This is an optimization exercise on Yosys and OpenROAD, whose aim is small area, not a production implementation. Function was checked by simulation only, so behaviour that the tests miss may differ from the original. No activity file was given, so power comes from the tool's default toggle rates. The flow treats the clock pin as an ideal source, which a real chip does not have.

## run A
## side_ch
module side_ch
(
	input  logic                     clk,
	input  logic                     arst_n,
	input  logic                     reg_wr,
	input  logic                     reg_rd,
	input  logic [REG_ADDR_W-1:0]    reg_addr,
	input  logic [REG_DATA_W-1:0]    reg_wdata,
	output logic [REG_DATA_W-1:0]    reg_rdata,
	output logic                     reg_rvalid,
	input  logic                     short_preamble_detected,
	input  logic                     long_preamble_detected,
	input  logic                     pkt_header_valid_strobe,
	input  logic                     pkt_header_valid,
	input  logic                     fcs_in_strobe,
	input  logic                     fcs_ok,
	input  logic                     phy_tx_start,
	input  logic                     phy_tx_done,
	input  logic                     tx_pkt_need_ack,
	input  logic                     pkt_for_me,
	input  logic [ADDR2_W-1:0]       addr2,
	input  logic signed [RSSI_W-1:0] rssi_half_db,
	input  logic [2*IQ_W-1:0]        sample0_in,
	input  logic [2*IQ_W-1:0]        sample1_in,
	input  logic                     sample_in_strobe,
	output logic                     m_axis_tvalid,
	output logic [STREAM_W-1:0]      m_axis_tdata,
	output logic                     m_axis_tlast,
	input  logic                     m_axis_tready
);
Size: ~2600 cells after synthesis, about 270 I/O pins, about 47000 um2 of cells after synthesis.
==> flow/config.mk <==
export PLATFORM = sky130hd
export DESIGN_NAME = side_ch
export DESIGN_NICKNAME = side_ch
export VERILOG_FILES = /design/flow/design.v
export SDC_FILE = /design/flow/constraint.sdc
export NUM_CORES = 4
export LEC_CHECK = 0
export CAP_MARGIN = 20
export CORE_MARGIN = 2
export CORE_UTILIZATION = 70
export SLEW_MARGIN = 20
==> flow/constraint.sdc <==
create_clock -name core_clock -period 6.0 [get_ports {clk}]
set_input_delay 1.2000 -clock core_clock [delete_from_list [all_inputs] [get_ports {clk}]]
set_output_delay 1.2000 -clock core_clock [all_outputs]
set_load 0.01 [all_outputs]
standard.sh (not shown) runs the stock make flow with config.mk's settings and CLKGATE_MAP_FILE= SYNTH_SCRIPT=/design/flow/synth_recipe.tcl, a recipe that flattens the netlist after the stock synthesis.
==> flow/flow/run.sh <==
#!/bin/bash
# ORFS layout through the standard.sh with three changes:
#  - synthesis is the standard flow's own script (synth_recipe.tcl) with only the combinational
#    mapping changed: no adder cells are extracted (ADDER_MAP_FILE empty), and abc
#    runs flow/area.abc, an area-oriented mapping, in place of the flow's speed
#    script (flip-flop mapping, flattening and naming are unchanged);
#  - port buffers use the smallest buffer cell;
#  - clock tree synthesis uses clkbuf_16 sink clusters of up to 30 flip-flops within
#    120 um, without dummy loads.
set -euo pipefail
W=$(pwd)
cat > "$W/flow_synth.tcl" <<EOS
proc abc {args} {
  set i [lsearch -exact \$args -script]
  if {\$i >= 0} { set args [lreplace \$args [expr {\$i+1}] [expr {\$i+1}] $W/flow/area.abc] }
  yosys abc {*}\$args
}
source $W/synth_recipe.tcl
EOS
bash standard.sh finish \
  "SYNTH_SCRIPT=$W/flow_synth.tcl" \
  "ADDER_MAP_FILE=" \
  "BUFFER_PORTS_ARGS=-buffer_cell sky130_fd_sc_hd__buf_1" \
  "CTS_ARGS=-sink_clustering_enable -repair_clock_nets -dont_use_dummy_load -buf_list sky130_fd_sc_hd__clkbuf_16 -sink_clustering_size 30 -sink_clustering_max_diameter 120" \
  > make_finish.log 2>&1
==> flow/flow/area.abc <==
&get -n
&st
&dch
&nf -R 1000 -p -C 32 -F 8
&put
Modified inputs, run B compared to run A
==> flow/flow/run.sh <==
#!/bin/bash
# ORFS layout through the standard.sh with three changes:
#  - synthesis is the standard flow's own script (synth_recipe.tcl) with only the combinational
#    mapping changed: abc runs flow/area.abc, an area-oriented mapping, in place of
#    the flow's speed script (flip-flop mapping, flattening and naming are unchanged);
#  - port buffers use the smallest buffer cell;
#  - clock tree synthesis uses clkbuf_16 sink clusters of up to 28 flip-flops within
#    100 um, without dummy loads.
set -euo pipefail
W=$(pwd)
cat > "$W/flow_synth.tcl" <<EOS
proc abc {args} {
  set i [lsearch -exact \$args -script]
  if {\$i >= 0} { set args [lreplace \$args [expr {\$i+1}] [expr {\$i+1}] $W/flow/area.abc] }
  yosys abc {*}\$args
}
source $W/synth_recipe.tcl
EOS
bash standard.sh finish \
  "SYNTH_SCRIPT=$W/flow_synth.tcl" \
  "BUFFER_PORTS_ARGS=-buffer_cell sky130_fd_sc_hd__buf_1" \
  "CTS_ARGS=-sink_clustering_enable -repair_clock_nets -dont_use_dummy_load -buf_list sky130_fd_sc_hd__clkbuf_16 -sink_clustering_size 28 -sink_clustering_max_diameter 100" \
  > make_finish.log 2>&1
-- flow/config.mk --
<<< run A, line 9
export CORE_MARGIN = 2
export CORE_UTILIZATION = 70
export SLEW_MARGIN = 20
>>> run B, line 9
export CORE_MARGIN = 2
export CORE_UTILIZATION = 40
export SLEW_MARGIN = 20
### Flow results
Run B reports its first element of the critical path as rssi_half_db[9] while run A reports i_stream_fifo.rd_ptr[2].
Detailed-route wire length, run B and run A: lower on run A
Combinational power in run B is about 9% higher than in run A
[compare] base=run A new=run B: share of the final layout cell area in sequential cells fell 2.2 points, number of signal-net inverters in the final layout went up 10, post-layout total power higher.
~same relative slew slack in run B and run A
Re floorplan row count: run B is 34% up on run A.
The via count number comes out higher for run A vs run B.
--- input diff run B..run C ---
-- flow/flow/run.sh --
<<< run B, line 6
#  - port buffers use the smallest buffer cell;
#  - clock tree synthesis uses clkbuf_16 sink clusters of up to 28 flip-flops within
#    100 um, without dummy loads.
set -euo pipefail
>>> run C, line 6
#  - port buffers use the smallest buffer cell;
#  - clock tree synthesis uses clkbuf_16 sink clusters of up to 32 flip-flops within
#    120 um, without dummy loads.
set -euo pipefail
<<< run B, line 21
  "BUFFER_PORTS_ARGS=-buffer_cell sky130_fd_sc_hd__buf_1" \
  "CTS_ARGS=-sink_clustering_enable -repair_clock_nets -dont_use_dummy_load -buf_list sky130_fd_sc_hd__clkbuf_16 -sink_clustering_size 28 -sink_clustering_max_diameter 100" \
  > make_finish.log 2>&1
>>> run C, line 21
  "BUFFER_PORTS_ARGS=-buffer_cell sky130_fd_sc_hd__buf_1" \
  "CTS_ARGS=-sink_clustering_enable -repair_clock_nets -dont_use_dummy_load -buf_list sky130_fd_sc_hd__clkbuf_16 -sink_clustering_size 32 -sink_clustering_max_diameter 120" \
  > make_finish.log 2>&1
-- flow/config.mk --
<<< run B, line 9
export CORE_MARGIN = 2
export CORE_UTILIZATION = 40
export SLEW_MARGIN = 20
>>> run C, line 9
export CORE_MARGIN = 2
export CORE_UTILIZATION = 70
export SLEW_MARGIN = 20
[summary]
Maximum resistive drop on vdd for run C: 3.5% down relative to run B
Critical path required time (higher): run B
Relative to run B, utilization has increased by 32 points in run C.

## afterwards: timing with drivers on the ports
How much do the figures lean on ideal ports? The routed layouts below were timed once more, with nothing changed but the port constraints.
Step 1, drivers: a clkbuf_16 drives clk and a buf_2 each remaining input, both assumed.
Step 2 adds t to the input delays and takes it off the output delays; t is the mean of the earliest and latest rising clock arrival at the registers after step 1. Input paths then give back, and output paths get back, about the clock's delay inside the block.
Slacks: no drivers / after step 1 / after step 2; pairs: no drivers / after step 1.
| run | shift t [ns] | setup WS [ns] | worst setup path after step 2 |
|---|---|---|---|
| run A | 0.694 | 1.074 / 1.005 / 0.483 | input to register |
| run B | 0.702 | 0.740 / 0.777 / 0.076 | input to register |
| run C | 0.692 | 0.774 / 0.816 / 0.125 | input to register |
After both steps every run listed still meets setup and hold. For run B, which loses most, drivers alone change the setup slack by +0.037 ns; drivers and shift together by -0.664 ns.
